Source: an optimization exercise on an open RTL-to-GDS flow (aim: small area, a short achievable clock period and few clock cycles per item). Production flows keep margins and buffers that such runs may drop.
In this exercise RTL edits were held to simulation tests only and were not proved equivalent to the original.
No activity file was given, so power comes from the tool's default toggle rates.

==> design/flow/config.mk <==
export PLATFORM = sky130hd
export DESIGN_NAME = dcache_top
export DESIGN_NICKNAME = dcache_top
export VERILOG_FILES = /design/flow/design.v
export SDC_FILE = /design/flow/constraint.sdc
export NUM_CORES = 4
export LEC_CHECK = 0
export CAP_MARGIN = 20
export CORE_MARGIN = 2
export CORE_UTILIZATION = 40
export PLACE_DENSITY = 0.6
export SLEW_MARGIN = 20
==> design/flow/constraint.sdc <==
create_clock -name core_clock -period 8.0 [get_ports {clk}]
set_input_delay 1.6000 -clock core_clock [delete_from_list [all_inputs] [get_ports {clk}]]
set_output_delay 1.6000 -clock core_clock [all_outputs]
set_load 0.01 [all_outputs]
==> design/flow/design.v <==
`timescale 1ns/100ps
package dcache_pkg;
    localparam int word_w = 32;
    localparam int set_idx_w = 4;
    localparam int word_off_w = 2;
    localparam int byte_off_w = 2;
    localparam int tag_w = word_w - set_idx_w - word_off_w - byte_off_w;
    localparam int words_per_line = 4;
    localparam int num_sets = 2 ** set_idx_w;
    localparam int num_ways = 2;
endpackage
`timescale 1ns/100ps
module dcache_way (
    input  logic                              clk,
    input  logic                              nrst,
    input  logic [dcache_pkg::set_idx_w-1:0]  set,
    input  logic [dcache_pkg::tag_w-1:0]      lookup_tag,
    input  logic [dcache_pkg::word_off_w-1:0] rd_word,
    input  logic                              dwe,
    input  logic [dcache_pkg::word_off_w-1:0] dword,
    input  logic [dcache_pkg::word_w-1:0]     wdata,
    input  logic                              mwe,
    input  logic                              mdirty,
    input  logic                              set_dirty,
    output logic [dcache_pkg::word_w-1:0]     rdata,
    output logic [dcache_pkg::tag_w-1:0]      rtag,
    output logic                              rvalid,
    output logic                              rdirty,
    output logic                              hit
);
    localparam int NS = dcache_pkg::num_sets;
    localparam int NW = dcache_pkg::words_per_line;
    localparam int WW = dcache_pkg::word_w;
    localparam int TW = dcache_pkg::tag_w;
    logic [NS*NW*WW-1:0] data_flat;
    logic [NS*TW-1:0]    tag_flat;
    logic [NS-1:0]       valid_q;
    logic [NS-1:0]       dirty_q;
    for (genvar s = 0; s < NS; s++) begin : g_set
        for (genvar w = 0; w < NW; w++) begin : g_word
            logic [WW-1:0] q;
            always_ff @(posedge clk) begin
                if (dwe && set == s && dword == w) q <= wdata;
            end
            assign data_flat[(s*NW+w)*WW +: WW] = q;
        end
        logic [TW-1:0] tq;
        always_ff @(posedge clk) begin
            if (mwe && set == s) tq <= lookup_tag;
        end
        assign tag_flat[s*TW +: TW] = tq;
    end
    always_ff @(posedge clk) begin
        if (!nrst) begin
            valid_q <= '0;
        end else if (mwe) begin
            valid_q[set] <= 1'b1;
        end
    end
    always_ff @(posedge clk) begin
        if (mwe) begin
            dirty_q[set] <= mdirty;
        end else if (set_dirty) begin
            dirty_q[set] <= 1'b1;
        end
    end
    assign rdata  = data_flat[{set, rd_word}*WW +: WW];
    assign rtag   = tag_flat[set*TW +: TW];
    assign rvalid = valid_q[set];
    assign rdirty = dirty_q[set];
    assign hit    = rvalid && (rtag == lookup_tag);
endmodule
`timescale 1ns/100ps
module dcache_victim_select (
    input  logic                         hit0,
    input  logic                         hit1,
    input  logic                         valid0,
    input  logic                         valid1,
    input  logic                         dirty0,
    input  logic                         dirty1,
    input  logic [dcache_pkg::tag_w-1:0] tag0,
    input  logic [dcache_pkg::tag_w-1:0] tag1,
    input  logic                         lru_way,
    output logic                         hit_any,
    output logic                         hit_way,
    output logic                         victim_way,
    output logic                         victim_wb,
    output logic [dcache_pkg::tag_w-1:0] victim_tag
);
    assign hit_any = hit0 | hit1;
    assign hit_way = hit1;
    assign victim_way = !valid0 ? 1'b0 :
                        !valid1 ? 1'b1 : lru_way;
    assign victim_wb  = victim_way ? (valid1 && dirty1) : (valid0 && dirty0);
    assign victim_tag = victim_way ? tag1 : tag0;
endmodule
`timescale 1ns/100ps
module dcache_ctrl (
    input  logic                              clk,
    input  logic                              nrst,
    input  logic                              cpu_read,
    input  logic                              cpu_write,
    input  logic                              cpu_done,
    input  logic [dcache_pkg::word_w-1:0]     cpu_addr,
    input  logic [dcache_pkg::word_w-1:0]     cpu_store,
    output logic                              cpu_ready,
    output logic [dcache_pkg::word_w-1:0]     cpu_load,
    output logic                              mem_read,
    output logic                              mem_write,
    output logic                              mem_done,
    output logic [dcache_pkg::word_w-1:0]     mem_addr,
    output logic [dcache_pkg::word_w-1:0]     mem_store,
    input  logic                              mem_ready,
    input  logic [dcache_pkg::word_w-1:0]     mem_load,
    input  logic                              hit_any,
    input  logic                              hit_way,
    input  logic                              victim_way,
    input  logic                              victim_wb,
    input  logic [dcache_pkg::tag_w-1:0]      victim_tag,
    input  logic [dcache_pkg::word_w-1:0]     rdata0,
    input  logic [dcache_pkg::word_w-1:0]     rdata1,
    output logic [dcache_pkg::word_off_w-1:0] rd_word,
    output logic [dcache_pkg::word_w-1:0]     wdata,
    output logic [dcache_pkg::word_off_w-1:0] dword,
    output logic                              dwe0,
    output logic                              dwe1,
    output logic                              mwe0,
    output logic                              mwe1,
    output logic                              mdirty,
    output logic                              set_dirty0,
    output logic                              set_dirty1,
    output logic                              lru_way
);
    localparam int WW = dcache_pkg::word_w;
    localparam int TW = dcache_pkg::tag_w;
    localparam int NS = dcache_pkg::num_sets;
    logic [TW-1:0] cpu_tag;
    logic [3:0]    cpu_set;
    logic [1:0]    cpu_word;
    assign cpu_tag  = cpu_addr[31:8];
    assign cpu_set  = cpu_addr[7:4];
    assign cpu_word = cpu_addr[3:2];
    logic st_rdy;      
    logic st_wb;       
    logic st_fill;     
    logic st_idle;
    assign st_idle = !st_rdy && !st_wb && !st_fill;
    logic [1:0]    cnt_q;     
    logic [1:0]    num_q;     
    logic          way_q;     
    logic [TW-1:0] mtag_q;    
    logic [3:0]    mset_q;
    logic [WW-1:0] d0_q;
    logic [WW-1:0] d1_q;
    logic [NS-1:0] lru_q;
    logic first_fill;
    logic last_fill;
    logic finish;
    assign first_fill = st_fill && (num_q == 2'd0);
    assign last_fill  = st_fill && (num_q == 2'd3);
    assign mem_read  = st_fill;
    assign mem_write = st_wb;
    assign mem_done  = mem_ready;
    assign mem_addr  = {mtag_q, mset_q, cnt_q, 2'b00};
    assign cpu_load  = way_q ? d1_q : d0_q;
    assign mem_store = cpu_load;
    assign cpu_ready = st_rdy || (last_fill && mem_ready);
    assign finish    = cpu_ready && cpu_done;
    assign lru_way = lru_q[cpu_set];
    assign rd_word = st_idle ? cpu_word : cnt_q + 2'd1;
    assign wdata = (st_fill && !(cpu_write && num_q == 2'd0)) ? mem_load : cpu_store;
    assign dword = cnt_q;
    logic dwe;
    assign dwe  = (st_fill && mem_ready) || (st_rdy && cpu_done && cpu_write);
    assign dwe0 = dwe && !way_q;
    assign dwe1 = dwe && way_q;
    assign mwe0   = first_fill && mem_ready && !way_q;
    assign mwe1   = first_fill && mem_ready && way_q;
    assign mdirty = cpu_write;
    assign set_dirty0 = st_rdy && cpu_done && cpu_write && !way_q;
    assign set_dirty1 = st_rdy && cpu_done && cpu_write && way_q;
    always_ff @(posedge clk) begin
        if (!nrst) begin
            st_rdy  <= 1'b0;
            st_wb   <= 1'b0;
            st_fill <= 1'b0;
        end else if (st_idle) begin
            if (cpu_read || cpu_write) begin
                st_rdy  <= hit_any;
                st_wb   <= !hit_any && victim_wb;
                st_fill <= !hit_any && !victim_wb;
            end
        end else if (st_wb) begin
            if (mem_ready && num_q == 2'd3) begin
                st_wb   <= 1'b0;
                st_fill <= 1'b1;
            end
        end else if (st_fill) begin
            if (mem_ready && num_q == 2'd3) begin
                st_fill <= 1'b0;
                st_rdy  <= !cpu_done;
            end
        end else if (cpu_done) begin
            st_rdy <= 1'b0;
        end
    end
    always_ff @(posedge clk) begin
        if (st_idle) begin
            cnt_q  <= cpu_word;
            num_q  <= 2'd0;
            way_q  <= hit_any ? hit_way : victim_way;
            mtag_q <= victim_wb ? victim_tag : cpu_tag;
            mset_q <= cpu_set;
        end else if ((st_wb || st_fill) && mem_ready) begin
            cnt_q <= cnt_q + 2'd1;
            num_q <= num_q + 2'd1;
            if (st_wb && num_q == 2'd3) begin
                mtag_q <= cpu_tag;
            end
        end
    end
    always_ff @(posedge clk) begin
        if (st_idle || (st_wb && mem_ready)) begin
            d0_q <= rdata0;
            d1_q <= rdata1;
        end else if (first_fill && mem_ready) begin
            if (way_q) d1_q <= mem_load;
            else       d0_q <= mem_load;
        end
    end
    always_ff @(posedge clk) begin
        if (!nrst) begin
            lru_q <= '0;
        end else if (finish) begin
            lru_q[cpu_set] <= !way_q;
        end
    end
endmodule
`timescale 1ns/100ps
module dcache_top (
    input  logic                          clk,
    input  logic                          nrst,
    input  logic                          cpu_read,
    input  logic                          cpu_write,
    input  logic                          cpu_done,
    input  logic [dcache_pkg::word_w-1:0] cpu_addr,
    input  logic [dcache_pkg::word_w-1:0] cpu_store,
    output logic                          cpu_ready,
    output logic [dcache_pkg::word_w-1:0] cpu_load,
    output logic                          mem_read,
    output logic                          mem_write,
    output logic                          mem_done,
    output logic [dcache_pkg::word_w-1:0] mem_addr,
    output logic [dcache_pkg::word_w-1:0] mem_store,
    input  logic                          mem_ready,
    input  logic [dcache_pkg::word_w-1:0] mem_load
);
    localparam int WW = dcache_pkg::word_w;
    localparam int TW = dcache_pkg::tag_w;
    logic [1:0]    rd_word;
    logic [WW-1:0] wdata;
    logic [1:0]    dword;
    logic          dwe0, dwe1, mwe0, mwe1, mdirty, set_dirty0, set_dirty1;
    logic [WW-1:0] rdata0, rdata1;
    logic [TW-1:0] rtag0, rtag1;
    logic          rvalid0, rvalid1, rdirty0, rdirty1, hit0, hit1;
    logic          hit_any, hit_way, victim_way, victim_wb, lru_way;
    logic [TW-1:0] victim_tag;
    dcache_ctrl i_ctrl (
        .clk        (clk),
        .nrst       (nrst),
        .cpu_read   (cpu_read),
        .cpu_write  (cpu_write),
        .cpu_done   (cpu_done),
        .cpu_addr   (cpu_addr),
        .cpu_store  (cpu_store),
        .cpu_ready  (cpu_ready),
        .cpu_load   (cpu_load),
        .mem_read   (mem_read),
        .mem_write  (mem_write),
        .mem_done   (mem_done),
        .mem_addr   (mem_addr),
        .mem_store  (mem_store),
        .mem_ready  (mem_ready),
        .mem_load   (mem_load),
        .hit_any    (hit_any),
        .hit_way    (hit_way),
        .victim_way (victim_way),
        .victim_wb  (victim_wb),
        .victim_tag (victim_tag),
        .rdata0     (rdata0),
        .rdata1     (rdata1),
        .rd_word    (rd_word),
        .wdata      (wdata),
        .dword      (dword),
        .dwe0       (dwe0),
        .dwe1       (dwe1),
        .mwe0       (mwe0),
        .mwe1       (mwe1),
        .mdirty     (mdirty),
        .set_dirty0 (set_dirty0),
        .set_dirty1 (set_dirty1),
        .lru_way    (lru_way)
    );
    dcache_way i_way0 (
        .clk        (clk),
        .nrst       (nrst),
        .set        (cpu_addr[7:4]),
        .lookup_tag (cpu_addr[31:8]),
        .rd_word    (rd_word),
        .dwe        (dwe0),
        .dword      (dword),
        .wdata      (wdata),
        .mwe        (mwe0),
        .mdirty     (mdirty),
        .set_dirty  (set_dirty0),
        .rdata      (rdata0),
        .rtag       (rtag0),
        .rvalid     (rvalid0),
        .rdirty     (rdirty0),
        .hit        (hit0)
    );
    dcache_way i_way1 (
        .clk        (clk),
        .nrst       (nrst),
        .set        (cpu_addr[7:4]),
        .lookup_tag (cpu_addr[31:8]),
        .rd_word    (rd_word),
        .dwe        (dwe1),
        .dword      (dword),
        .wdata      (wdata),
        .mwe        (mwe1),
        .mdirty     (mdirty),
        .set_dirty  (set_dirty1),
        .rdata      (rdata1),
        .rtag       (rtag1),
        .rvalid     (rvalid1),
        .rdirty     (rdirty1),
        .hit        (hit1)
    );
    dcache_victim_select i_sel (
        .hit0       (hit0),
        .hit1       (hit1),
        .valid0     (rvalid0),
        .valid1     (rvalid1),
        .dirty0     (rdirty0),
        .dirty1     (rdirty1),
        .tag0       (rtag0),
        .tag1       (rtag1),
        .lru_way    (lru_way),
        .hit_any    (hit_any),
        .hit_way    (hit_way),
        .victim_way (victim_way),
        .victim_wb  (victim_wb),
        .victim_tag (victim_tag)
    );
endmodule
==> design/flow/run.sh <==
#!/bin/bash
# synth_recipe.tcl (not shown) runs the flow's synth.tcl, then flattens the netlist and writes it again
# the make line also repeats each setting of config.mk as NAME=value (left out here)
make -C /OpenROAD-flow-scripts/flow DESIGN_CONFIG=/design/flow/config.mk WORK_HOME=/design/flow/orfs CLKGATE_MAP_FILE= SYNTH_SCRIPT=/design/flow/synth_recipe.tcl finish
==> results by group, run 1 <==
Worst setup path
  • Worst r2r src: i_ctrl.st_fill$_SDFFE_PN0P_
  • Crit path arrival time: approximately 6300 ps
  • R2r endpoint: i_ctrl.d1_q[19]$_DFFE_PP_
  • Critical-path maximum fanout: 106
  • CP startpoint: i_ctrl.st_fill$_SDFFE_PN0P_
  • Setup CP Type: flop to flop
  • CP endpoint kind: flop
  • CP startpoint kind: flop
  • R2r setup slk: roughly 2500 ps
  • CP endpoint: i_ctrl.d1_q[19]$_DFFE_PP_
  • Critical Path RT: 8790 ps
  • R2r worst-path depth: 11

Power
  • Cell leakage power: between 60 and 70 nW
  • Peak supply drop: between 0.2 and 0.3 mV
  • Pwr Density: 281 nW/um^2

Hold path
  • Hold Crit Class: flop to flop
  • Min-delay src: i_way0.valid_q[5]$_SDFFE_PN0P_

Die
  • Die W: 705 um
  • Core area: just under 500000 um^2
  • Number of placement rows: 257
  • Die area: 498000 um^2
  • IO Pins: 202
  • Die H: 705 um
  • Initial Util: 0.402

STA
  • Setup_tns: 0 ps
  • Slew headroom: 0.171
  • Worst Clk Skew: around 140 ps
  • Worst-margin pin slew: 1240 ps
  • Final Critical Period: 5470 ps
  • RSZ-0062 raised after global routing: false
  • Final hold violations: 0
  • Final setup fails: 0
  • FMAX: 0.183 GHz
  • Pins Over Slew Limit: 0
  • Fin crit share: 0.684

Clocking
  • H-tree levels: 5
  • CTS Buf Count: between 400 and 500
  • Deepest clock path buffer count: 4
  • Reg clk slew, reported paths: 70 ps
  • Clock root cell: clkbuf_16
  • Post-CTS sizing: 0
  • Clock Sinks: 5044
  • Post-CTS Setup Inserts: 0
  • CTS tree: done
  • Worst-Skew Late Latency: 1070 ps
  • Post-CTS Hold Buffers: 0

Logic synthesis
  • Post-synth EDFFs: 4991
  • Mapped Cells: 8776
  • Post-synth ARST share: 0
  • Syn avg cell area: around 22 um^2
  • Largest cells by area after synthesis: edfxtp_1 76%, mux4_2 17%, nor2_1 1.2%
  • FF+latch count, synth: approximately 5000
  • Synth cell types: 66
  • Share of the synthesized area in the top cell type: 0.762
  • Seq/Total Area, Yosys: 0.767
  • Yosys warning total: 2
  • Area leader, netlist: edfxtp_1
  • Synth Flop Type: edfxtp_1
  • Post-Syn Area: a little under 200000 um^2

GRT
  • Largest net degree at the start of global routing: 107
  • GRT Overall Usage: 0.208
  • First-pass GRT wire length: 736000 um
  • Initial antenna violation count: 20
  • Vias in the first global route: roughly 96000
  • GR Overflow Total: 0

Outcome
  • Status: finished clean

Cells and area
  • FF+latch area: 151000 um^2
  • Fill count: 40300
  • Fraction of layout cells with a size suffix above 1: 0.291
  • Final non-filler cell area: roughly 220000 um^2
  • Area of the multi-input gates: 43700 um^2
  • Area Overhead vs Synth: 13.8%
  • Final net count: 9423

Route
  • Post-DR vias/cell: 5.84
  • Routed WL: 528000 um
  • Drt wl/cell: around 33 um
  • DRC viols: 0
  • Via Count: 94600
  • Drt pass-1 iters: 7
  • Initial DRC count: 11500
  • Final antenna-violating net count: 0

Placed design
  • Input/output buffers: 197
  • Post-DP HPWL: 303000 um
  • Routability cong.: 0.830
  • Post-DP Area: 208000 um^2

Job
  • Max cap viols: 0
[how the worst min path moves through the flow]
stage | endpoint | cells after the start
finish | i_way0.valid_q[5]$_SDFFE_PN0P_ | 1
global route | i_way0.valid_q[2]$_SDFFE_PN0P_ | 1
CTS | i_way1.valid_q[15]$_SDFFE_PN0P_ | 1
detailed placement | i_way0.valid_q[7]$_SDFFE_PN0P_ | 1
global placement | i_way1.valid_q[7]$_SDFFE_PN0P_ | 1
floorplan | i_way1.valid_q[10]$_SDFFE_PN0P_ | 1
[routing by layer]
metal | wire length [um] | GRT usage | up-vias
li1 | - | - | 38100
met1 | 206000 | 0.280 | 51600
met2 | 262000 | 0.348 | 4225
met3 | 44100 | 0.0381 | 792
met4 | 15900 | 0.0584 | 4
met5 | 24 | 0 | -
[layout by cell type (no fill, tap or decap), types with 26 or more instances in the layout]
cell	instances
clkdlybuf4s50_1	193
inv_1	26
a22oi_1	37
buf_12	41
bufinv_16	46
nand2_1	181
and3_2	128
o22ai_1	86
clkbuf_16	490
clkinv_2	94
mux2_4	29
buf_4	327
a21oi_1	39
clkinv_1	130
mux2i_1	138
mux4_2	1463
xnor2_1	34
dfxtp_1	53
clkbuf_1	103
nor2_1	576
o21ai_0	67
o21a_1	30
mux2_2	97
edfxtp_1	4991
[state kept, by name, indices dropped and copies added (netlist names), 4 cells and up]
| signal | flops |
|---|---|
| i_way1.valid_q | 16 |
| i_ctrl.d0_q | 32 |
| i_way0.valid_q | 16 |
| i_ctrl.mset_q | 4 |
| i_way0.g_set.tq | 384 |
| i_ctrl.mtag_q | 24 |
| i_ctrl.lru_q | 16 |
| i_ctrl.d1_q | 32 |
| i_way1.g_set.tq | 384 |
| i_way1.dirty_q | 16 |
| i_way1.g_set.g_word.q | 2048 |
| i_way0.g_set.g_word.q | 2048 |
| i_way0.dirty_q | 16 |
[report_power, final]
group	switching [mW]	internal (mW)
Sequential	0.0777	29.9
Combinational	5.84	4.45
Clock	9.93	12.7
[worst max-delay path, stage by stage (launching register included)]
cell and delay (ps):
dfxtp_1 410, or3_1 430, inv_1 300, nand2_1 500, nand2_4 610, buf_12 510
mux4_2 450, mux4_2 480, nor2_1 480, nor2_1 390, o22ai_1 350, nor2_1 70
[per-stage QoR]
| stage | hold WS, ps | worst slack [ps] | utilization | total power [mW] | instances |
|---|---|---|---|---|---|
| 2_1_floorplan | 435 | 2570 | - | 37.2 | 8777 |
| 3_5_place_dp | 452 | 1670 | 0.425 | 40.9 | 15300 |
| 3_3_place_gp | 441 | 1670 | 0.424 | 40.7 | 15300 |
| 5_1_grt | 484 | 2250 | 0.457 | 64.8 | 16200 |
| 6_report | 466 | 2530 | 0.457 | 62.9 | 16200 |
| 4_1_cts | 467 | 2480 | 0.457 | 63.3 | 16200 |
[synthesized netlist by cell type, types with 7 or more instances]
cell type and count:
mux2_2 129, mux2i_1 138, dfxtp_1 53, o21ai_0 67, nand3_1 12, o21a_1 30, o22ai_1 86, nor2b_1 23
and2_0 11, nor3_1 14, nand2b_1 13, buf_2 137, nand2_1 187, and3_1 136, xor2_1 13, xnor2_1 34
inv_1 27, clkbuf_1 231, a22oi_1 37, a221oi_1 21, mux4_2 1463, buf_4 54, buf_1 69, ha_1 11
a21oi_1 39, edfxtp_1 4991, a22o_1 7, o211ai_1 11, buf_6 35, nor2_1 612
[cells by family (layout without fill, tap and decap cells)]
group / count (synthesis) / after routing / share of synthesized area
adders and majority gates: 11 / 11 / 0.000699
AOI/OAI and AO/OA: 350 / 350 / 0.0119
other: 1 / 14 / 0.0000191
and+or+nand+nor: 1034 / 1034 / 0.0226
xor gates and xnor gates: 47 / 47 / 0.00209
DFF: 5044 / 5044 / 0.767
buffers and inverters: 559 / 1508 / 0.0139
muxes: 1730 / 1730 / 0.182
[final cells by class]
class | count | share of cell area
flip-flops and latches | 5044 | 0.674
multi-input cells | 3174 | 0.195
diodes | 12 | 0.000134
well taps | 6475 | 0.0362
clock buffers | 595 | 0.0566
repair buffers | 572 | 0.0244
clock inverters | 308 | 0.0132
inverters | 33 | 0.000626
Testbench counts, summed over its fixed seeds: cycles 68,893, accesses 16,000.
==> run 2, diff against run 1 <==
--- a/design/flow/design.v
+++ b/design/flow/design.v
@@ -14,6 +14,7 @@
     input  logic                              clk,
     input  logic                              nrst,
     input  logic [dcache_pkg::set_idx_w-1:0]  set,
+    input  logic [dcache_pkg::num_sets-1:0]   wset,
     input  logic [dcache_pkg::tag_w-1:0]      lookup_tag,
     input  logic [dcache_pkg::word_off_w-1:0] rd_word,
     input  logic                              dwe,
@@ -40,13 +41,13 @@
         for (genvar w = 0; w < NW; w++) begin : g_word
             logic [WW-1:0] q;
             always_ff @(posedge clk) begin
-                if (dwe && set == s && dword == w) q <= wdata;
+                if (dwe && wset[s] && dword == w) q <= wdata;
             end
             assign data_flat[(s*NW+w)*WW +: WW] = q;
         end
         logic [TW-1:0] tq;
         always_ff @(posedge clk) begin
-            if (mwe && set == s) tq <= lookup_tag;
+            if (mwe && wset[s]) tq <= lookup_tag;
         end
         assign tag_flat[s*TW +: TW] = tq;
     end
@@ -54,14 +55,16 @@
         if (!nrst) begin
             valid_q <= '0;
         end else if (mwe) begin
-            valid_q[set] <= 1'b1;
+            valid_q <= valid_q | wset;
         end
     end
-    always_ff @(posedge clk) begin
-        if (mwe) begin
-            dirty_q[set] <= mdirty;
-        end else if (set_dirty) begin
-            dirty_q[set] <= 1'b1;
+    for (genvar s = 0; s < NS; s++) begin : g_dirty
+        always_ff @(posedge clk) begin
+            if (mwe && wset[s]) begin
+                dirty_q[s] <= mdirty;
+            end else if (set_dirty && wset[s]) begin
+                dirty_q[s] <= 1'b1;
+            end
         end
     end
     assign rdata  = data_flat[{set, rd_word}*WW +: WW];
@@ -120,6 +123,7 @@
     input  logic [dcache_pkg::word_w-1:0]     rdata0,
     input  logic [dcache_pkg::word_w-1:0]     rdata1,
     output logic [dcache_pkg::word_off_w-1:0] rd_word,
+    output logic [dcache_pkg::num_sets-1:0]   wset,
     output logic [dcache_pkg::word_w-1:0]     wdata,
     output logic [dcache_pkg::word_off_w-1:0] dword,
     output logic                              dwe0,
@@ -140,34 +144,36 @@
     assign cpu_tag  = cpu_addr[31:8];
     assign cpu_set  = cpu_addr[7:4];
     assign cpu_word = cpu_addr[3:2];
+    logic st_idle;
     logic st_rdy;      
     logic st_wb;       
     logic st_fill;     
-    logic st_idle;
-    assign st_idle = !st_rdy && !st_wb && !st_fill;
     logic [1:0]    cnt_q;     
+    logic [1:0]    rdw_q;     
     logic [1:0]    num_q;     
+    logic          last_q;    
     logic          way_q;     
     logic [TW-1:0] mtag_q;    
     logic [3:0]    mset_q;
-    logic [WW-1:0] d0_q;
-    logic [WW-1:0] d1_q;
+    logic [WW-1:0] ld_q;      
     logic [NS-1:0] lru_q;
+    logic [NS-1:0] wset_q;    
     logic first_fill;
-    logic last_fill;
     logic finish;
+    logic way_nx;
     assign first_fill = st_fill && (num_q == 2'd0);
-    assign last_fill  = st_fill && (num_q == 2'd3);
     assign mem_read  = st_fill;
     assign mem_write = st_wb;
     assign mem_done  = mem_ready;
     assign mem_addr  = {mtag_q, mset_q, cnt_q, 2'b00};
-    assign cpu_load  = way_q ? d1_q : d0_q;
-    assign mem_store = cpu_load;
-    assign cpu_ready = st_rdy || (last_fill && mem_ready);
+    assign cpu_load  = ld_q;
+    assign mem_store = ld_q;
+    assign cpu_ready = st_rdy || (last_q && mem_ready);
     assign finish    = cpu_ready && cpu_done;
     assign lru_way = lru_q[cpu_set];
-    assign rd_word = st_idle ? cpu_word : cnt_q + 2'd1;
+    assign way_nx = hit_way || (!hit_any && victim_way);
+    assign rd_word = st_idle ? cpu_word : rdw_q;
+    assign wset    = wset_q;
     assign wdata = (st_fill && !(cpu_write && num_q == 2'd0)) ? mem_load : cpu_store;
     assign dword = cnt_q;
     logic dwe;
@@ -181,11 +187,14 @@
     assign set_dirty1 = st_rdy && cpu_done && cpu_write && way_q;
     always_ff @(posedge clk) begin
         if (!nrst) begin
+            st_idle <= 1'b1;
             st_rdy  <= 1'b0;
             st_wb   <= 1'b0;
             st_fill <= 1'b0;
+            last_q  <= 1'b0;
         end else if (st_idle) begin
             if (cpu_read || cpu_write) begin
+                st_idle <= 1'b0;
                 st_rdy  <= hit_any;
                 st_wb   <= !hit_any && victim_wb;
                 st_fill <= !hit_any && !victim_wb;
@@ -196,23 +205,31 @@
                 st_fill <= 1'b1;
             end
         end else if (st_fill) begin
-            if (mem_ready && num_q == 2'd3) begin
-                st_fill <= 1'b0;
-                st_rdy  <= !cpu_done;
+            if (mem_ready) begin
+                last_q <= (num_q == 2'd2);
+                if (last_q) begin
+                    st_fill <= 1'b0;
+                    st_rdy  <= !cpu_done;
+                    st_idle <= cpu_done;
+                end
             end
         end else if (cpu_done) begin
-            st_rdy <= 1'b0;
+            st_rdy  <= 1'b0;
+            st_idle <= 1'b1;
         end
     end
     always_ff @(posedge clk) begin
         if (st_idle) begin
             cnt_q  <= cpu_word;
+            rdw_q  <= cpu_word + 2'd1;
             num_q  <= 2'd0;
-            way_q  <= hit_any ? hit_way : victim_way;
+            way_q  <= way_nx;
             mtag_q <= victim_wb ? victim_tag : cpu_tag;
             mset_q <= cpu_set;
+            for (int i = 0; i < NS; i++) wset_q[i] <= (cpu_set == i);
         end else if ((st_wb || st_fill) && mem_ready) begin
             cnt_q <= cnt_q + 2'd1;
+            rdw_q <= rdw_q + 2'd1;
             num_q <= num_q + 2'd1;
             if (st_wb && num_q == 2'd3) begin
                 mtag_q <= cpu_tag;
@@ -220,19 +237,21 @@
         end
     end
     always_ff @(posedge clk) begin
-        if (st_idle || (st_wb && mem_ready)) begin
-            d0_q <= rdata0;
-            d1_q <= rdata1;
+        if (st_idle) begin
+            ld_q <= way_nx ? rdata1 : rdata0;
+        end else if (st_wb && mem_ready) begin
+            ld_q <= way_q ? rdata1 : rdata0;
         end else if (first_fill && mem_ready) begin
-            if (way_q) d1_q <= mem_load;
-            else       d0_q <= mem_load;
+            ld_q <= mem_load;
         end
     end
     always_ff @(posedge clk) begin
         if (!nrst) begin
             lru_q <= '0;
         end else if (finish) begin
-            lru_q[cpu_set] <= !way_q;
+            for (int i = 0; i < NS; i++) begin
+                if (wset_q[i]) lru_q[i] <= !way_q;
+            end
         end
     end
 endmodule
@@ -258,6 +277,7 @@
     localparam int WW = dcache_pkg::word_w;
     localparam int TW = dcache_pkg::tag_w;
     logic [1:0]    rd_word;
+    logic [dcache_pkg::num_sets-1:0] wset;
     logic [WW-1:0] wdata;
     logic [1:0]    dword;
     logic          dwe0, dwe1, mwe0, mwe1, mdirty, set_dirty0, set_dirty1;
@@ -291,6 +311,7 @@
         .rdata0     (rdata0),
         .rdata1     (rdata1),
         .rd_word    (rd_word),
+        .wset       (wset),
         .wdata      (wdata),
         .dword      (dword),
         .dwe0       (dwe0),
@@ -306,6 +327,7 @@
         .clk        (clk),
         .nrst       (nrst),
         .set        (cpu_addr[7:4]),
+        .wset       (wset),
         .lookup_tag (cpu_addr[31:8]),
         .rd_word    (rd_word),
         .dwe        (dwe0),
@@ -324,6 +346,7 @@
         .clk        (clk),
         .nrst       (nrst),
         .set        (cpu_addr[7:4]),
+        .wset       (wset),
         .lookup_tag (cpu_addr[31:8]),
         .rd_word    (rd_word),
         .dwe        (dwe1),
--- a/design/flow/config.mk
+++ b/design/flow/config.mk
@@ -7,6 +7,10 @@
 export LEC_CHECK = 0
 export CAP_MARGIN = 20
 export CORE_MARGIN = 2
-export CORE_UTILIZATION = 40
+export CORE_UTILIZATION = 45
+export CTS_CLUSTER_DIAMETER = 50
+export CTS_CLUSTER_SIZE = 30
 export PLACE_DENSITY = 0.6
+export SETUP_SLACK_MARGIN = 4.7
 export SLEW_MARGIN = 20
+export TNS_END_PERCENT = 5
==> results by group, run 2 <==
Worst setup path
  • Critical Path RT: 8730 ps
  • Critical-path maximum fanout: 8
  • Delay-heaviest family, CP: multiplexers
  • CP startpoint kind: input port
  • Number of cells on the critical path: 13
  • CP max stage delay: 630 ps
  • Setup CP Type: input port to flop
  • R2r setup slk: between 3000 and 4000 ps
  • Buf/Inv on CP: 5
  • Worst-path cell chain: buf_12, mux2_8, buf_12, buf_16, buf_16, mux4_2, mux4_2, o211ai_1, buf_4, nand3b_1, or2_4, a32oi_2, o311ai_1
  • R2r worst-path depth: 12
  • Worst path slowest cell: mux4_2
  • CP endpoint kind: flop
  • Crit path arrival time: between 5000 and 6000 ps

Logic synthesis
  • Post-synth ARST share: 0
  • Post-synth EDFFs: between 4000 and 5000
  • Synth Flop Type: edfxtp_1
  • Synth cell types: 85
  • Most frequent cell after synthesis: edfxtp_1
  • Seq/Total Area, Yosys: 0.770
  • Yosys warning total: 2
  • FF+latch count, synth: 5032
  • Area leader, netlist: edfxtp_1
  • Post-synth top cells: 4977 x edfxtp_1, 1324 x mux4_2, 257 x nand2_1
  • Post-Syn Area: 196000 um^2
  • Share of the synthesized area in the top cell type: 0.764
  • Mapped Cells: 8724
  • Syn avg cell area: around 22 um^2
  • Largest cells by area after synthesis: edfxtp_1 76%, mux4_2 15%, mux2i_1 1.1%

STA
  • Pins Over Slew Limit: 0
  • Final Critical Period: 4340 ps
  • Fin crit share: 0.543
  • Worst Clk Skew: 78.2 ps
  • Final setup margin: 3660 ps
  • Worst-margin pin slew: 1290 ps
  • Setup_tns: 0 ps
  • Final setup fails: 0
  • FMAX: 0.230 GHz
  • Slew headroom: 0.139
  • Final hold violations: 0
  • RSZ-0062 raised after global routing: true

Die
  • Die area: approximately 440000 um^2
  • Die H: 663 um
  • Core area: 434000 um^2
  • Initial Util: 0.451
  • Die W: between 600 and 700 um
  • Number of placement rows: 242
  • IO Pins: 202

Route
  • DRC viols: 0
  • Initial DRC count: approximately 17000
  • Drt wl/cell: between 40 and 50 um
  • Post-DR vias/cell: 6.57
  • Routed WL: 639000 um
  • Final antenna-violating net count: 0
  • Drt pass-1 iters: 6
  • Via Count: 103000

Outcome
  • Status: finished clean

Placed design
  • Post-DP HPWL: 347000 um
  • Place WS: 917 ps
  • Routability cong.: roughly 0.87
  • Input/output buffers: 197

Hold path
  • Hold Crit Class: flop to flop
  • Hold path depth: 1

Cells and area
  • Fraction of layout cells with a size suffix above 1: 0.343
  • Final net count: 9684
  • Area Overhead vs Synth: 17.8%
  • Largest regs: i_way0.g_set.g_word.q x2048, i_way1.g_set.g_word.q x2048
  • Commonest non-fill, non-tap cell in the layout: edfxtp_1
  • Most frequent cells in the layout: 4977 x edfxtp_1, 1325 x mux4_2, 457 x clkbuf_16
  • Fill count: 32900
  • Util after Layout: 0.531

GRT
  • GRT Overall Usage: 0.284
  • GR Overflow Total: 0
  • Initial antenna violation count: 49
  • Largest net degree at the start of global routing: around 130
  • Vias in the first global route: around 100000
  • First-pass GRT wire length: 853000 um

Clocking
  • Deepest clock path buffer count: 4
  • Reg clk slew, reported paths: 70 ps
  • Clock Sinks: 5032
  • H-tree levels: 5
  • CTS Buf Count: about 450
  • Clock root cell: clkbuf_16
  • CTS tree: done
  • Worst-Skew Late Latency: 1050 ps

Power
  • Pwr Density: 260 nW/um^2
  • Cell leakage power: 73.5 nW
  • Peak supply drop: ~0.23 mV

Job
  • Max cap viols: 0
[run 2: cell types whose count changed after synthesis, moves of 61 or more]
cell / change
nand2_1: +70
a22oi_1: +170
a21oi_1: +61
nor2_1: -514
mux4_2: -139
mux2i_1: +85
[run 2: cell type report]
| cell class | count | area, um^2 | area share |
|---|---|---|---|
| timing repair inverter | 4 | 53.8 | 0.000234 |
| multi-input combinational | 3122 | 45100 | 0.196 |
| inverter | 32 | 185 | 0.000804 |
| tap | 5734 | 7170 | 0.0311 |
| clock buffer | 479 | 11500 | 0.0499 |
| clock inverter | 362 | 4280 | 0.0186 |
| antenna | 22 | 55.1 | 0.000239 |
| timing repair buffer | 937 | 11500 | 0.0497 |
| sequential | 5032 | 151000 | 0.654 |
[run 2: worst reg2reg max path, stage by stage (launching register included)]
cell	delay [ps]
dfxtp_4	450
mux2_8	490
buf_12	200
buf_16	160
buf_16	160
mux4_2	440
mux4_2	630
o211ai_1	230
buf_4	230
nand3b_1	250
or2_4	320
a32oi_2	200
o311ai_1	120
[run 2: layer usage]
| layer | vias up | part of all wire | global-route usage |
|---|---|---|---|
| met3 | 1278 | 0.12 | 0.0588 |
| met4 | 14 | 0.057 | 0.131 |
| met2 | 7163 | 0.46 | 0.442 |
| met1 | 55800 | 0.36 | 0.388 |
| met5 | - | 0.00013 | 0 |
| li1 | 39000 | - | - |
[run 2: through the flow]
stage | power (mW) | cell area [um^2] | instances | hold WS [ps]
3_3_place_gp | 36.4 | 207000 | 14500 | 441
4_1_cts | 59.9 | 229000 | 15600 | 467
2_1_floorplan | 33.9 | 197000 | 8725 | 435
3_5_place_dp | 36.5 | 207000 | 14500 | 452
5_1_grt | 61.3 | 230000 | 15700 | 487
6_report | 60.0 | 230000 | 15700 | 465
[run 2: final timing paths]
| path | to | from |
|---|---|---|
| setup / recovery | i_ctrl.ld_q[10]$_DFFE_PP_ | cpu_addr[2] |
| setup reg to reg | i_ctrl.ld_q[10]$_DFFE_PP_ | i_ctrl.st_idle$_SDFF_PN1_ |
| hold reg to reg | i_way0.valid_q[7]$_SDFFE_PN0P_ | i_way0.valid_q[7]$_SDFFE_PN0P_ |
| hold / removal | i_way0.valid_q[7]$_SDFFE_PN0P_ | i_way0.valid_q[7]$_SDFFE_PN0P_ |
[run 2: kinds of logic after synthesis]
kind of cell	Yosys count	share of synthesized area
compound gates	665	0.0244
xor+xnor	63	0.00282
fa+ha+maj	7	0.000448
buf+inv	592	0.0151
flops	5032	0.770
mux	1620	0.168
other cells	1	0.0000192
simple gates	744	0.0190
[run 2: repair_timing]
item | CTS | global route
gates resized for setup | 627 | 136
setup endpoints to repair | 9125 | 7802
gates cloned | 73 | 8
setup buffers | 221 | 53
hold buffers | 0 | 0
pin swaps | 80 | 32
[run 2: power by group]
part	switching, mW	internal (mW)	total, mW
sequential	0.176	29.6	29.8
combinational	4.28	2.87	7.15
clock	10.7	12.3	23.0
Testbench counts of run 2, summed over its fixed seeds: cycles 68,893, accesses 16,000.
==> run 3, diff against run 2 <==
--- a/design/flow/config.mk
+++ b/design/flow/config.mk
@@ -8,8 +8,8 @@
 export CAP_MARGIN = 20
 export CORE_MARGIN = 2
 export CORE_UTILIZATION = 45
-export CTS_CLUSTER_DIAMETER = 50
-export CTS_CLUSTER_SIZE = 30
+export CTS_CLUSTER_DIAMETER = 60
+export CTS_CLUSTER_SIZE = 32
 export PLACE_DENSITY = 0.6
 export SETUP_SLACK_MARGIN = 4.7
 export SLEW_MARGIN = 20
==> results by group, run 3 <==
Worst setup path
  • Setup CP Type: input port to flop
  • Delay-heaviest family, CP: multiplexers
  • Critical Path RT: 8720 ps
  • R2r worst-path depth: 12
  • CP endpoint kind: flop
  • Buf/Inv on CP: 5
  • Number of cells on the critical path: 13
  • Most used cell along the critical path: buf_16
  • Worst-path cell chain: buf_12, mux2_8, buf_16, buf_16, buf_16, mux4_2, mux4_2, o211ai_1, buf_4, nand3b_1, or2_4, a32oi_2, o311ai_1
  • Critical-path maximum fanout: 7
  • Worst path slowest cell: mux4_2
  • Crit path arrival time: a little over 5000 ps
  • CP max stage delay: 650 ps
  • CP startpoint kind: input port

Logic synthesis
  • Area leader, netlist: edfxtp_1
  • Share of the synthesized area in the top cell type: 0.764
  • Mapped Cells: around 8700
  • Largest cells by area after synthesis: edfxtp_1 76%, mux4_2 15%, mux2i_1 1.1%
  • Syn avg cell area: 22.4 um^2
  • Most frequent cell after synthesis: edfxtp_1
  • Post-synth EDFFs: 4977
  • Post-synth top cells: 4977 x edfxtp_1, 1324 x mux4_2, 257 x nand2_1
  • FF+latch count, synth: 5032
  • Synth Flop Type: edfxtp_1
  • Yosys warning total: 2
  • Seq/Total Area, Yosys: 0.770
  • Post-synth ARST share: 0
  • Synth cell types: 85
  • Post-Syn Area: 196000 um^2

Power
  • Peak supply drop: 0.189 mV
  • Cell leakage power: 72.6 nW
  • Pwr Density: 253 nW/um^2

Placed design
  • Place WS: 917 ps
  • Post-DP HPWL: 347000 um
  • Post-DP Area: 207000 um^2
  • Routability cong.: 0.871
  • Input/output buffers: between 150 and 200

Clocking
  • Deepest clock path buffer count: 4
  • Post-CTS Hold Buffers: 0
  • Clock root cell: clkbuf_16
  • H-tree levels: 5
  • Worst-Skew Late Latency: about 1000 ps
  • CTS tree: done
  • Reg clk slew, reported paths: 80 ps
  • CTS Buf Count: 372
  • Clock Sinks: 5032

Die
  • IO Pins: 202
  • Number of placement rows: approximately 240
  • Die area: 440000 um^2
  • Die H: 663 um
  • Core area: 434000 um^2
  • Initial Util: 0.451
  • Die W: 663 um

Hold path
  • Hold path depth: 1
  • Hold Crit Class: flop to flop

STA
  • Final setup fails: 0
  • Worst-margin pin slew: 1280 ps
  • Fin crit share: 0.544
  • RSZ-0062 raised after global routing: true
  • FMAX: 0.230 GHz
  • Final hold violations: 0
  • Final Critical Period: 4350 ps
  • Final setup margin: 3650 ps
  • Setup_tns: 0 ps
  • Pins Over Slew Limit: 0
  • Slew headroom: 0.143
  • Worst Clk Skew: 74.6 ps

Cells and area
  • Util after Layout: 0.527
  • Fraction of layout cells with a size suffix above 1: 0.339
  • Fill count: about 33000
  • Final net count: 9610
  • Final non-filler cell area: 229000 um^2
  • Largest regs: i_way0.g_set.g_word.q x2048, i_way1.g_set.g_word.q x2048
  • Area Overhead vs Synth: 16.9%
  • Commonest non-fill, non-tap cell in the layout: edfxtp_1
  • Most frequent cells in the layout: 4977 x edfxtp_1, 1325 x mux4_2, 431 x buf_4

Route
  • Met3 Wirelength: 75600 um
  • Drt wl/cell: 41.1 um
  • Via Count: 103000
  • Final antenna-violating net count: 0
  • Initial DRC count: ~17000
  • Drt pass-1 iters: 7
  • Highest routed layer: met5
  • Routed WL: 641000 um
  • Post-DR vias/cell: between 6 and 7
  • DR WL met2: 297000 um
  • Met1 wire length: 231000 um
  • DRC viols: 0

GRT
  • Vias in the first global route: 98700
  • GR Overflow Total: 0
  • Largest net degree at the start of global routing: 129
  • First-pass GRT wire length: around 850000 um
  • GRT Overall Usage: 0.284
  • Initial antenna violation count: 46

Job
  • Max cap viols: 0

Outcome
  • Status: finished clean
## run 3: worst reg2reg max path, stage by stage (launching register included)
cell	delay (ps)
dfxtp_4	460
mux2_8	410
buf_16	190
buf_16	230
buf_16	170
mux4_2	440
mux4_2	650
o211ai_1	240
buf_4	240
nand3b_1	250
or2_4	310
a32oi_2	190
o311ai_1	130
## run 3: timing repair
action,in CTS,in global routing
resized for setup,665,110
buffers inserted,204,61
hold endpoints to repair,0,0
pin swaps,89,40
gates cloned,77,13
setup endpoints to repair,9141,7857
## run 3: kinds of logic after synthesis
family                   count (synthesis)  share of synthesized area
buffers and inverters                  592                     0.0151
other                                    1                  0.0000192
XOR/XNOR                                63                    0.00282
AND/OR/NAND/NOR                        744                     0.0190
AO/OA/AOI/OAI                          665                     0.0244
flip-flops                            5032                      0.770
multiplexers                          1620                      0.168
adder cells (fa/ha/maj)                  7                   0.000448
## run 3: where the power goes
group | internal, mW | switching, mW
registers | 29.6 | 0.195
logic | 2.87 | 4.29
clock network | 10.0 | 10.8
total | 42.5 | 15.3
## run 3: worst paths after layout
kind | startpoint | to | slack (ps)
hold / removal | i_way0.valid_q[5]$_SDFFE_PN0P_ | i_way0.valid_q[5]$_SDFFE_PN0P_ | 470
setup reg to reg | i_ctrl.st_idle$_SDFF_PN1_ | i_ctrl.ld_q[10]$_DFFE_PP_ | 3830
hold reg to reg | i_way0.valid_q[5]$_SDFFE_PN0P_ | i_way0.valid_q[5]$_SDFFE_PN0P_ | 470
setup / recovery | cpu_addr[2] | i_ctrl.ld_q[10]$_DFFE_PP_ | 3650
## run 3: through the flow
step                      std cells  power (mW)  hold slack, ps
after CTS                     15500        57.8             472
final                         15600        57.8             465
after floorplan                8725        33.9             435
after detailed placement      14500        36.5             452
after global routing          15600        59.1             488
after global placement        14500        36.4             441
## run 3: cell type report
type | count | area (um^2) | area share
inverters | 32 | 189 | 0.000826
clock buffers | 382 | 9440 | 0.0413
well taps | 5734 | 7170 | 0.0314
diodes | 43 | 108 | 0.000471
repair inverters | 3 | 37.5 | 0.000164
multi-input cells | 3124 | 45200 | 0.198
repair buffers | 936 | 11700 | 0.0510
flip-flops and latches | 5032 | 151000 | 0.659
clock inverters | 314 | 4270 | 0.0187
## run 3: per-layer routing
metal | up-vias | global-route usage
met3 | 1255 | 0.0625
met2 | 6969 | 0.444
li1 | 38800 | -
met4 | 20 | 0.130
met5 | - | 0
met1 | 55800 | 0.385
==> run 4, diff against run 3 <==
--- a/design/flow/config.mk
+++ b/design/flow/config.mk
@@ -7,10 +7,10 @@
 export LEC_CHECK = 0
 export CAP_MARGIN = 20
 export CORE_MARGIN = 2
-export CORE_UTILIZATION = 45
+export CORE_UTILIZATION = 55
 export CTS_CLUSTER_DIAMETER = 60
 export CTS_CLUSTER_SIZE = 32
-export PLACE_DENSITY = 0.6
+export PLACE_DENSITY = 0.65
 export SETUP_SLACK_MARGIN = 4.7
 export SLEW_MARGIN = 20
 export TNS_END_PERCENT = 5
==> results by group, run 4 <==
Route
  • Drt wl/cell: 42.5 um
  • DRC viols: 0
  • Routed WL: 619000 um
  • Final antenna-violating net count: 0
  • Via Count: 103000
  • Post-DR vias/cell: between 7 and 8
  • Drt pass-1 iters: 8
  • Initial DRC count: 18900

STA
  • Pins Over Slew Limit: 0
  • Final Critical Period: 4420 ps
  • FMAX: 0.226 GHz
  • Worst-margin pin slew: about 1300 ps
  • Setup_tns: 0 ps
  • Fin crit share: 0.552
  • Final setup fails: 0
  • Worst Clk Skew: ~57 ps
  • Final hold violations: 0
  • RSZ-0062 raised after global routing: true
  • Slew headroom: 0.149

Worst setup path
  • Setup CP Type: input port to flop
  • CP max stage delay: between 600 and 700 ps
  • Delay-heaviest family, CP: simple AND/OR/NAND/NOR gates
  • CP endpoint kind: flop
  • Most used cell along the critical path: buf_12
  • Critical-path maximum fanout: 7
  • Buf/Inv on CP: 6
  • Worst path slowest cell: nand4_1
  • Worst-path cell chain: buf_12, mux2_8, buf_12, buf_16, buf_16, buf_12, mux4_2, a22oi_2, nand4_1, nor4_1, buf_4, nor2_1, a21oi_1, o21ai_1, a311o_1
  • Critical Path RT: between 8000 and 9000 ps
  • CP startpoint kind: input port
  • Crit path arrival time: 5180 ps

Logic synthesis
  • FF+latch count, synth: ~5000
  • Mapped Cells: 8724
  • Syn avg cell area: 22.4 um^2
  • Post-synth EDFFs: approximately 5000
  • Synth cell types: 85
  • Most frequent cell after synthesis: edfxtp_1
  • Post-synth top cells: 4977 x edfxtp_1, 1324 x mux4_2, 257 x nand2_1
  • Post-Syn Area: 196000 um^2
  • Synth Flop Type: edfxtp_1
  • Area leader, netlist: edfxtp_1
  • Post-synth ARST share: 0
  • Largest cells by area after synthesis: edfxtp_1 76%, mux4_2 15%, mux2i_1 1.1%
  • Share of the synthesized area in the top cell type: 0.764
  • Yosys warning total: 2
  • Seq/Total Area, Yosys: 0.770

Power
  • Peak supply drop: 0.212 mV
  • Pwr Density: between 200 and 300 nW/um^2
  • Cell leakage power: 72.0 nW

Hold path
  • Hold Crit Class: flop to flop

Outcome
  • Status: finished clean

Die
  • Die W: 600 um
  • IO Pins: 202
  • Die area: 360000 um^2
  • Core area: 353000 um^2
  • Initial Util: 0.554
  • Die H: 600 um
  • Number of placement rows: roughly 220

Clocking
  • Worst-Skew Late Latency: 1000 ps
  • H-tree levels: 5
  • Deepest clock path buffer count: 4
  • Post-CTS Hold Buffers: 0
  • CTS Buf Count: about 350
  • Reg clk slew, reported paths: 90 ps
  • CTS tree: done
  • Clock Sinks: 5032
  • Clock root cell: clkbuf_16

GRT
  • Initial antenna violation count: 47
  • Largest net degree at the start of global routing: about 130
  • GR Overflow Total: 0
  • Vias in the first global route: 97400
  • First-pass GRT wire length: 825000 um
  • GRT Overall Usage: 0.340

Placed design
  • Input/output buffers: 197
  • Post-DP Area: 205000 um^2
  • Post-DP HPWL: 335000 um
  • Routability cong.: 0.904

Cells and area
  • Fraction of layout cells with a size suffix above 1: 0.334
  • Area Overhead vs Synth: 15.6%
  • Final non-filler cell area: between 200000 and 250000 um^2
  • Largest regs: i_way0.g_set.g_word.q x2048, i_way1.g_set.g_word.q x2048
  • Most frequent cells in the layout: 4977 x edfxtp_1, 1324 x mux4_2, 501 x buf_4
  • Final net count: 9611
  • Commonest non-fill, non-tap cell in the layout: edfxtp_1
  • Util after Layout: 0.640

Job
  • Max cap viols: 0
[run 4: path summary, 6_finish.rpt]
kind	from	end	slack, ps	depth (start not counted)
max	cpu_addr[2]	i_ctrl.ld_q[30]$_DFFE_PP_	3580	15
min	i_way1.valid_q[14]$_SDFFE_PN0P_	i_way1.valid_q[14]$_SDFFE_PN0P_	470	1
max reg2reg	i_ctrl.st_idle$_SDFF_PN1_	i_ctrl.ld_q[30]$_DFFE_PP_	3610	14
min reg2reg	i_way1.valid_q[14]$_SDFFE_PN0P_	i_way1.valid_q[14]$_SDFFE_PN0P_	470	1
[run 4: logic make-up (layout without fill, tap and decap cells)]
group / after synthesis / after routing / synth area share
AO/OA/AOI/OAI: 665 / 665 / 0.0244
XOR/XNOR: 63 / 63 / 0.00282
adder cells (fa/ha/maj): 7 / 7 / 0.000448
buffers and inverters: 592 / 1641 / 0.0151
flip-flops: 5032 / 5032 / 0.770
multiplexers: 1620 / 1625 / 0.168
other: 1 / 27 / 0.0000192
AND/OR/NAND/NOR: 744 / 761 / 0.0190
[run 4: final cells by class]
class	count	area, um^2
Timing Repair inverter	2	17.5
Tap cell	4730	5920
Multi-Input combinational cell	3123	45200
Clock buffer	368	8930
Antenna cell	25	62.6
Timing Repair Buffer	965	11300
Fill cell	23000	127000
Sequential cell	5032	151000
Clock inverter	274	3790
Inverter	32	196
[run 4: per-layer routing]
layer | GRT usage | wire, um | up-vias
met5 | 0 | 193 | -
met4 | 0.168 | 38300 | 16
met3 | 0.0806 | 83100 | 1377
met2 | 0.517 | 283000 | 7926
met1 | 0.468 | 214000 | 54900
li1 | - | - | 38700
[run 4: worst register-to-register path, cell delays in order (launching register included)]
cell and delay, ps:
dfxtp_4 580, mux2_8 440, buf_12 170, buf_16 200, buf_16 200, buf_12 160, mux4_2 440, a22oi_2 190
nand4_1 620, nor4_1 420, buf_4 200, nor2_1 40, a21oi_1 150, o21ai_1 70, a311o_1 290
[run 4: timing repair]
item,4_1_cts,5_1_grt
cloned,59,25
resized for setup,500,222
buffers inserted,164,153
pin swaps,73,83
endpoints found under the setup margin,7773,7001
[run 4: report_power, final]
part	total (mW)	switching (mW)	leakage [nW]	internal, mW
clock	19.8	10.4	6.12	9.43
sequential	29.8	0.217	45.4	29.6
combinational	7.17	4.30	20.5	2.88
total	56.8	14.9	72.0	41.9
[run 4: stage by stage]
stage | power [mW] | std cells | setup WS [ps] | hold slack (ps)
finish | 56.8 | 14600 | 3580 | 467
global route | 58.0 | 14500 | 3650 | 487
detailed placement | 36.5 | 13500 | 1130 | 450
global placement | 36.4 | 13500 | 1130 | 441
floorplan | 33.9 | 8725 | 3180 | 435
CTS | 56.5 | 14300 | 3650 | 469
==> run 5, diff against run 4 <==
--- a/design/flow/config.mk
+++ b/design/flow/config.mk
@@ -13,4 +13,4 @@
 export PLACE_DENSITY = 0.65
 export SETUP_SLACK_MARGIN = 4.7
 export SLEW_MARGIN = 20
-export TNS_END_PERCENT = 5
+export TNS_END_PERCENT = 0
==> results by group, run 5 <==
Clocking
  • Reg clk slew, reported paths: 90 ps
  • H-tree levels: 5
  • CTS tree: done
  • Deepest clock path buffer count: 4
  • Post-CTS Hold Buffers: 0
  • Clock root cell: clkbuf_16
  • Clock Sinks: around 5000
  • CTS Buf Count: 349
  • Worst-Skew Late Latency: 1030 ps

Logic synthesis
  • Syn avg cell area: 22.4 um^2
  • Yosys warning total: 2
  • Compound-Gate Fraction of Synth Area: 0.0244
  • Xor and xnor area share after synthesis: 0.00282
  • FF+latch count, synth: 5032
  • Largest cells by area after synthesis: edfxtp_1 76%, mux4_2 15%, mux2i_1 1.1%
  • Mapped Cells: 8724
  • Synth Flop Type: edfxtp_1
  • Post-synth ARST share: 0
  • Simple-Gate Fraction of Synth Area: 0.0190
  • Post-Syn Area: 196000 um^2
  • Largest family of logic cells by synthesized area: multiplexers
  • Mux cell area share after synthesis: 0.168
  • Most frequent cell after synthesis: edfxtp_1
  • Seq/Total Area, Yosys: 0.770
  • Share of the synthesized area in the top cell type: 0.764
  • Post-synth EDFFs: 4977
  • Post-synth top cells: 4977 x edfxtp_1, 1324 x mux4_2, 257 x nand2_1
  • Synth Area in Adders: 0.000448
  • Synth cell types: 85
  • Area leader, netlist: edfxtp_1

Route
  • Drt wl/cell: around 42 um
  • Routed WL: 610000 um
  • Initial DRC count: 17600
  • DRC viols: 0
  • Via Count: 101000
  • Post-DR vias/cell: 7.06
  • Final antenna-violating net count: 0
  • Drt pass-1 iters: 9

Cells and area
  • Fill count: 23400
  • Commonest non-fill, non-tap cell in the layout: edfxtp_1
  • Most frequent cells in the layout: 4977 x edfxtp_1, 1324 x mux4_2, 427 x buf_4
  • Largest regs: i_way0.g_set.g_word.q x2048, i_way1.g_set.g_word.q x2048
  • Finished Layout Cells: between 10000 and 15000
  • Area Overhead vs Synth: 13.4%
  • Fraction of layout cells with a size suffix above 1: 0.305
  • Final net count: 9407

STA
  • FMAX: 0.208 GHz
  • Setup_tns: 0 ps
  • Final setup fails: 0
  • Worst-margin pin slew: 1230 ps
  • Final Critical Period: around 4800 ps
  • Fin crit share: 0.602
  • Slew headroom: 0.173
  • Final hold violations: 0
  • RSZ-0062 raised after global routing: true
  • Worst Clk Skew: 97.6 ps
  • Pins Over Slew Limit: 0

Worst setup path
  • Critical Path RT: 8730 ps
  • R2r setup slk: 3350 ps
  • CP endpoint kind: flop
  • Crit path arrival time: 5540 ps
  • Buf/Inv on CP: 5
  • Setup CP Type: input port to flop
  • Worst path slowest cell: nand4_1
  • Delay-heaviest family, CP: simple AND/OR/NAND/NOR gates
  • CP max stage delay: ~700 ps
  • CP startpoint kind: input port
  • Critical-path maximum fanout: 20
  • Worst-path cell chain: buf_4, mux2_8, buf_16, buf_16, buf_6, mux4_2, a22oi_2, nand4_1, nor4_2, buf_4, nor2_1, a21oi_1, o21ai_0, a311o_1

Placed design
  • Placed cells: 13500
  • Input/output buffers: 197
  • Routability cong.: 0.875
  • Post-DP HPWL: 350000 um

Power
  • Total chip power: roughly 57 mW
  • Peak supply drop: roughly 0.20 mV
  • Pwr Density: 256 nW/um^2
  • Cell leakage power: 70.2 nW

Die
  • Die W: 600 um
  • Core area: 353000 um^2
  • Die area: 360000 um^2
  • Initial Util: 0.554
  • IO Pins: 202
  • Number of placement rows: about 220
  • Die H: 600 um

Outcome
  • Status: finished clean

GRT
  • Initial antenna violation count: between 50 and 60
  • Vias in the first global route: roughly 97000
  • GR Overflow Total: 0
  • First-pass GRT wire length: 823000 um
  • GRT Overall Usage: 0.340
  • Largest net degree at the start of global routing: between 100 and 150

Hold path
  • Hold Crit Class: flop to flop

Job
  • Max cap viols: 0
[run 5: cell counts after synthesis]
No cell type changed its count.
[run 5: what timing repair did]
action | 4_1_cts | 5_1_grt
gates resized for setup | 249 | 14
gates cloned | 42 | 3
setup buffers | 72 | 8
pin swaps | 34 | 10
endpoints found under the setup margin | 8876 | 7244
[run 5: worst reg2reg max path, stage by stage (launching register included)]
cell,delay [ps]
edfxtp_1,630
mux2_8,370
buf_16,260
buf_16,240
buf_6,240
mux4_2,350
a22oi_2,310
nand4_1,700
nor4_2,470
buf_4,240
nor2_1,60
a21oi_1,130
o21ai_0,90
a311o_1,340
[run 5: layer usage]
layer  GRT usage  vias up  share of wire
li1            -    38300              -
met1       0.460    54100           0.35
met2       0.521     7475           0.46
met3      0.0869     1395           0.13
met4       0.168       26          0.060
met5           0        -        0.00026
[run 5: path summary, 6_finish.rpt]
path | from | cells past startpoint | endpoint
setup / recovery | cpu_addr[3] | 14 | i_ctrl.ld_q[30]$_DFFE_PP_
hold / removal | i_way0.valid_q[2]$_SDFFE_PN0P_ | 1 | i_way0.valid_q[2]$_SDFFE_PN0P_
setup reg to reg | i_ctrl.rdw_q[1]$_DFFE_PP_ | 13 | i_ctrl.ld_q[30]$_DFFE_PP_
hold reg to reg | i_way0.valid_q[2]$_SDFFE_PN0P_ | 1 | i_way0.valid_q[2]$_SDFFE_PN0P_
[run 5: cell type report]
type	count	area, um^2	share of cell area
antenna	27	67.6	0.000305
multi-input combinational	3106	43300	0.195
clock buffer	362	8970	0.0405
clock inverter	291	4070	0.0184
timing repair buffer	777	8750	0.0395
sequential	5032	151000	0.679
tap	4730	5920	0.0267
inverter	32	163	0.000733
[run 5: cell families (layout without fill, tap and decap cells)]
family | after synthesis | count (layout)
and+or+nand+nor | 744 | 746
DFF | 5032 | 5032
muxes | 1620 | 1623
xor gates and xnor gates | 63 | 63
AOI/OAI and AO/OA | 665 | 665
buffers and inverters | 592 | 1462
adders and majority gates | 7 | 7
other | 1 | 29
[run 5: per-stage QoR]
| step | area [um^2] | setup WS (ps) | util | hold WS, ps |
|---|---|---|---|---|
| 2_1_floorplan | 196000 | 3170 | - | 435 |
| 3_3_place_gp | 205000 | 967 | 0.581 | 441 |
| 3_5_place_dp | 205000 | 986 | 0.581 | 448 |
| 4_1_cts | 221000 | 3600 | 0.627 | 469 |
| 5_1_grt | 222000 | 3380 | 0.628 | 480 |
| 6_report | 222000 | 3190 | 0.628 | 469 |
[run 5: power by group]
part           internal [mW]  switching (mW)  total, mW  leakage, nW
Sequential              29.6           0.210       29.8         45.4
Clock                   9.44            10.8       20.2         6.30
Combinational           2.63            4.06       6.70         18.5

## afterwards: timing with drivers on the ports
No port has a modelled driver above. Below, the same layouts with a new extraction and two added sets of constraints.
Step 1 (the two cells are an assumption about what drives the block):
set clk [get_ports {clk}]
set_driving_cell -lib_cell sky130_fd_sc_hd__clkbuf_16 $clk
set_driving_cell -lib_cell sky130_fd_sc_hd__buf_2 [delete_from_list [all_inputs] $clk]
Step 2 also shifts input and output timing later by t, the mid clock arrival at the registers, as if the neighbouring blocks saw the same clock.
Three values: ideal ports, drivers, drivers and shift; two values: the first two.
run | t, ns | setup slack, ns | slew at the worst register clock pin (ns) | worst slew at a driven data input, ns
run 1 | 1.115 | 2.531 / 2.519 / 1.698 | 0.07 / 0.07 | 0.12
run 2 | 1.139 | 3.659 / 3.413 / 2.275 | 0.08 / 0.08 | 0.49
run 3 | 1.092 | 3.650 / 3.392 / 2.300 | 0.10 / 0.10 | 0.54
run 4 | 1.079 | 3.582 / 3.390 / 2.311 | 0.11 / 0.11 | 0.39
run 5 | 1.091 | 3.188 / 3.031 / 1.939 | 0.11 / 0.11 | 0.40
After both steps setup and hold are still met in every run listed. The setup slack of run 2, which loses most, moves by -0.246 ns with the drivers and by -1.384 ns with both steps.
